This is an optimization exercise on Yosys and OpenROAD, whose aim is small area and a short achievable clock period, not a production implementation. The RTL was checked by simulation tests, not by an equivalence proof against the original design. No activity file was given, so power comes from the tool's default toggle rates.

== MS ==
## bnn_neuron_top
module bnn_neuron_top (
	input  wire                      clk,
	input  wire                      rstn,
	input  wire                      wr_en,
	input  bnn_pkg::store_sel_t      wr_sel,
	input  bnn_pkg::entry_addr_t     wr_addr,
	input  bnn_pkg::vec_t            wr_data,
	input  wire                      sample,
	input  bnn_pkg::entry_addr_t     addr,
	input  wire                      acc_clear,
	output bnn_pkg::acc_t            pre_activation,
	output logic                     fire
);
For scale: ~5300 cells after synthesis, roughly 2400 flip-flops, about 91000 um^2 of cells after synthesis.
clock: 8.0 ns
lec_check: 0
abc_clock_period_in_ps: 3000
cap_margin: 20
core_margin: 2
core_utilization: 40
cts_cluster_diameter: 100
cts_cluster_size: 30
slew_margin: 20
tns_end_percent: 100
setup_slack_margin: 5.15
buffer_ports_args: -buffer_cell sky130_fd_sc_hd__buf_2
standard.sh (not shown) runs the stock make flow with config.mk's settings and CLKGATE_MAP_FILE= SYNTH_SCRIPT=/design/flow/synth_recipe.tcl, a recipe that flattens the netlist after the stock synthesis.
==> flow/flow/run.sh <==
#!/bin/bash
set -u
cfg="${FLOW_CONFIG:-config.mk}"
cp standard.sh standard.sh.txt
printf '\n# no adder cells\nexport ADDER_MAP_FILE =\n' >> "$cfg"
printf '# repair target\nexport SETUP_SLACK_MARGIN = 5.15\n' >> "$cfg"
printf '# plain port buffers\nexport BUFFER_PORTS_ARGS = -buffer_cell sky130_fd_sc_hd__buf_2\n' >> "$cfg"
bash standard.sh > standard.log 2>&1
status=$?
echo "standard.sh exit $status"
exit $status
Both conditions hold for MS: the flow ran to the end and the final layout passed the timing, DRC and antenna checks.
Changes in PW relative to MS:
# MS
export LEC_CHECK = 0
export ABC_CLOCK_PERIOD_IN_PS = 3000
export CAP_MARGIN = 20
export CORE_MARGIN = 2
export CORE_UTILIZATION = 40
export CTS_CLUSTER_DIAMETER = 100
export CTS_CLUSTER_SIZE = 30
export SLEW_MARGIN = 20
export TNS_END_PERCENT = 100
export SETUP_SLACK_MARGIN = 5.15
export BUFFER_PORTS_ARGS = -buffer_cell sky130_fd_sc_hd__buf_2
create_clock -name core_clock -period 8.0 [get_ports {clk}]
# PW
export LEC_CHECK = 0
export ABC_CLOCK_PERIOD_IN_PS = 3000
export CAP_MARGIN = 20
export CORE_MARGIN = 2
export CORE_UTILIZATION = 40
export CTS_CLUSTER_DIAMETER = 100
export CTS_CLUSTER_SIZE = 30
export SLEW_MARGIN = 20
export TNS_END_PERCENT = 100
export SETUP_SLACK_MARGIN = 5.3
export BUFFER_PORTS_ARGS = -buffer_cell sky130_fd_sc_hd__buf_2
create_clock -name core_clock -period 8.0 [get_ports {clk}]
-- flow/flow/run.sh --
<<< MS, line 6
printf '# repair target\nexport SETUP_SLACK_MARGIN = 5.15\n' >> "$cfg"
>>> PW, line 6
printf '# repair target\nexport SETUP_SLACK_MARGIN = 5.3\n' >> "$cfg"
--- outcome ---
- Taking MS as the reference, in PW global router's overall resource usage went up by 0.92 points, number of vias after detailed routing went up by 1646, maximum clock frequency went up by about 4.4%, power density normalized to cell area went down by 5.6 nW/um^2, total length of routed met3 wires went up by 33%.
- Wire: PW routes more than MS


gamma:
bnn_neuron_top again, from the RTL that the note above started with.
==> flow/config.mk <==
export PLATFORM = sky130hd
export DESIGN_NAME = bnn_neuron_top
export DESIGN_NICKNAME = bnn_neuron_top
export VERILOG_FILES = /design/flow/design.v
export SDC_FILE = /design/flow/constraint.sdc
export NUM_CORES = 4
export LEC_CHECK = 0
export ABC_CLOCK_PERIOD_IN_PS = 3000
export CAP_MARGIN = 20
export CORE_MARGIN = 2
export CORE_UTILIZATION = 40
export CTS_CLUSTER_DIAMETER = 100
export CTS_CLUSTER_SIZE = 30
export SETUP_SLACK_MARGIN = 4.85
export SLEW_MARGIN = 20
export TNS_END_PERCENT = 100

# no adder cells
export ADDER_MAP_FILE =
# plain port buffers
export BUFFER_PORTS_ARGS = -buffer_cell sky130_fd_sc_hd__buf_2
==> flow/constraint.sdc <==
create_clock -name core_clock -period 8.0 [get_ports {clk}]
set_input_delay 1.6000 -clock core_clock [delete_from_list [all_inputs] [get_ports {clk}]]
set_output_delay 1.6000 -clock core_clock [all_outputs]
set_load 0.01 [all_outputs]
==> flow/flow/run.sh <==
#!/bin/bash
# Standard layout, with two changes:
# - synthesis uses no full/half adder cells. The flow's extract_fa step maps
#   the carry-save popcount tree and the adders onto sky130 fa/ha cells,
#   whose sum output is slow; left as plain gates, ABC maps them to faster
#   xor/and-or logic. Registers are unchanged.
# - every port still gets its own buffer, but a plain buf_2 in place of the
#   delay buffer that buffer_ports picks by default (resizing may upsize it).
set -u
cfg="${FLOW_CONFIG:-config.mk}"
cp standard.sh standard.sh.txt
printf '\n# no adder cells\nexport ADDER_MAP_FILE =\n' >> "$cfg"
printf '# plain port buffers\nexport BUFFER_PORTS_ARGS = -buffer_cell sky130_fd_sc_hd__buf_2\n' >> "$cfg"
bash standard.sh > standard.log 2>&1
status=$?
echo "standard.sh exit $status"
exit $status
The inputs of delta differ from those of gamma as listed below.
Settings: SETUP_SLACK_MARGIN: 4.85 -> 5.0.
delta | stages: all done | timing, DRC, antenna: all pass
From gamma to delta the numbers moved as follows: number of well-tap cells placed barely changed; worst IR drop on VDD went up 2.6%; area of all placed cells without fillers saw an increase; highest clock rate has increased; global-route track usage on met1 +0.93 points.
Looking at sequential share of power, delta sits 0.2 points below gamma.


bnn_neuron_top, a different RTL version from the one above (not shown whole).
Size in the first run: roughly 5100 cells after synthesis, roughly 2400 flip-flops, ~160 I/O pins.
Settings: LEC_CHECK=0, ABC_CLOCK_PERIOD_IN_PS=3000, CAP_MARGIN=20, CORE_MARGIN=2, CORE_UTILIZATION=40, CTS_CLUSTER_DIAMETER=100, CTS_CLUSTER_SIZE=30, SETUP_SLACK_MARGIN=5.0, SLEW_MARGIN=20, TNS_END_PERCENT=100; clock period 8.0 ns.
run.sh (not shown) runs the stock make flow with config.mk's settings and CLKGATE_MAP_FILE= SYNTH_SCRIPT=/design/flow/synth_recipe.tcl, a recipe that flattens the netlist after the stock synthesis.
Stock flow here: none of the scripts above is used.
Next try:
==> flow/flow/run.sh (new file) <==
#!/bin/bash
# Standard layout, with one synthesis change: no full/half adder cells.
# The flow's extract_fa step maps the carry-save popcount tree and the
# adders onto sky130 fa/ha cells, whose sum output is slow; left as plain
# gates, ABC maps them to faster xor/and-or logic. Registers are unchanged.
set -u
cfg="${FLOW_CONFIG:-config.mk}"
cp standard.sh standard.sh.txt
printf '\n# no adder cells\nexport ADDER_MAP_FILE =\n' >> "$cfg"
bash standard.sh > standard.log 2>&1
status=$?
echo "standard.sh exit $status"
exit $status
==> flow/standard.sh (new file) <==
#!/bin/bash
# synth_recipe.tcl (not shown) runs the flow's synth.tcl, then flattens the netlist and writes it again
# the make line also repeats each setting of config.mk as NAME=value (left out here)
make -C /OpenROAD-flow-scripts/flow DESIGN_CONFIG=/design/flow/config.mk WORK_HOME=/design/flow/orfs CLKGATE_MAP_FILE= SYNTH_SCRIPT=/design/flow/synth_recipe.tcl "${@:-finish}"
removed: flow/run.sh
The changed run finished with timing, DRC and antenna clean.
Clock-buffer cell count falls by 4.
Worst setup slack gets better by 220 ps.
Total power is about the same.
Cell area came out higher by 1.1%.
Non-clock buffer count is higher by 52.
First-iteration DRC count falls by 0.46%.
Next try:
==> flow/flow/run.sh (replaced) <==
#!/bin/bash
set -u
cfg="${FLOW_CONFIG:-config.mk}"
cp standard.sh standard.sh.txt
printf '\n# no adder cells\nexport ADDER_MAP_FILE =\n' >> "$cfg"
printf '# repair target\nexport SETUP_SLACK_MARGIN = 5.4\n' >> "$cfg"
printf '# plain port buffers\nexport BUFFER_PORTS_ARGS = -buffer_cell sky130_fd_sc_hd__buf_2\n' >> "$cfg"
bash standard.sh > standard.log 2>&1
status=$?
echo "standard.sh exit $status"
exit $status
BUFFER_PORTS_ARGS = -buffer_cell sky130_fd_sc_hd__buf_2   (was default)
SETUP_SLACK_MARGIN = 5.4   (was 5.0)
TNS_END_PERCENT = 5   (was 100)
Result: Via count stays flat; wire length came out higher by about 1.6%; die area is unchanged.
Next try:
==> flow/flow/run.sh (replaced) <==
#!/bin/bash
# Standard layout, with two changes:
# - synthesis uses no full/half adder cells. The flow's extract_fa step maps
#   the carry-save popcount tree and the adders onto sky130 fa/ha cells,
#   whose sum output is slow; left as plain gates, ABC maps them to faster
#   xor/and-or logic. Registers are unchanged.
# - every port still gets its own buffer, but a plain buf_2 in place of the
#   delay buffer that buffer_ports picks by default (resizing may upsize it).
set -u
cfg="${FLOW_CONFIG:-config.mk}"
cp standard.sh standard.sh.txt
printf '\n# no adder cells\nexport ADDER_MAP_FILE =\n' >> "$cfg"
printf '# plain port buffers\nexport BUFFER_PORTS_ARGS = -buffer_cell sky130_fd_sc_hd__buf_2\n' >> "$cfg"
bash standard.sh > standard.log 2>&1
status=$?
echo "standard.sh exit $status"
exit $status
SETUP_SLACK_MARGIN = 5.0   (was 5.4)
TNS_END_PERCENT = 100   (was 5)
Effect: Wire length decreases by 3.7%. Count of clock-buffer cells in the layout came out lower by 7. Utilization went down by 0.20 points. Clock power rose by about 0.6%.
Next try:
==> flow/run.sh (new file) <==
#!/bin/bash
# synth_recipe.tcl (not shown) runs the flow's synth.tcl, then flattens the netlist and writes it again
# the make line also repeats each setting of config.mk as NAME=value (left out here)
make -C /OpenROAD-flow-scripts/flow DESIGN_CONFIG=/design/flow/config.mk WORK_HOME=/design/flow/orfs CLKGATE_MAP_FILE= SYNTH_SCRIPT=/design/flow/synth_recipe.tcl finish
BUFFER_PORTS_ARGS = default   (was -buffer_cell sky130_fd_sc_hd__buf_2)
CTS_CLUSTER_DIAMETER = 150   (was 100)
removed: flow/flow/run.sh
removed: flow/standard.sh
What happened:
- global-route usage decreases by 0.36 points
- worst setup slack gets worse by 150 ps
- die area decreases slightly
- sequential cell count stays the same
- wire length decreases by a few percent
- final cell count decreases by a few percent
- via count decreases by a few percent
- power hardly moves
- register-to-register slack gets worse by 270 ps
- clock power decreases by a few percent
- final area increases slightly

[what the ideal ports hide]
The results above use ideal ports. As a check the final layouts listed here were re-extracted and re-timed, cells and wires unchanged. Step 1: set_driving_cell puts a clkbuf_16 on clk and a buf_2 on each other input, an assumption about the parent block. Step 2, shift: input delay + t, output delay - t, t = (earliest + latest rising clock arrival at the registers) / 2. This alone moves slack from input paths to output paths. Slacks: ideal ports / drivers / drivers and shift; pairs: ideal ports / drivers.
run	t (ns)	setup slack, ns	worst setup path at the end	pins driven straight from the clock port
MS	0.872	4.928 / 4.928 / 4.195	input to register	1
PW	0.866	5.056 / 4.967 / 4.364	input to register	1
gamma	0.868	4.815 / 4.809 / 3.941	input to register	1
delta	0.869	4.877 / 4.942 / 4.073	input to register	1
the first run of note 3	0.869	4.736 / 4.736 / 4.087	input to register	1
the second run of note 3	0.881	4.961 / 4.932 / 4.056	input to register	1
the third run of note 3	0.887	4.919 / 4.929 / 4.042	input to register	1
the fourth run of note 3	0.883	4.914 / 4.914 / 4.093	input to register	1
the fifth run of note 3	0.855	4.764 / 4.764 / 4.128	input to register	1
After both steps every run listed still meets setup and hold. The setup slack of the second run of note 3, which loses most, moves by -0.029 ns with the drivers and by -0.905 ns with both steps.
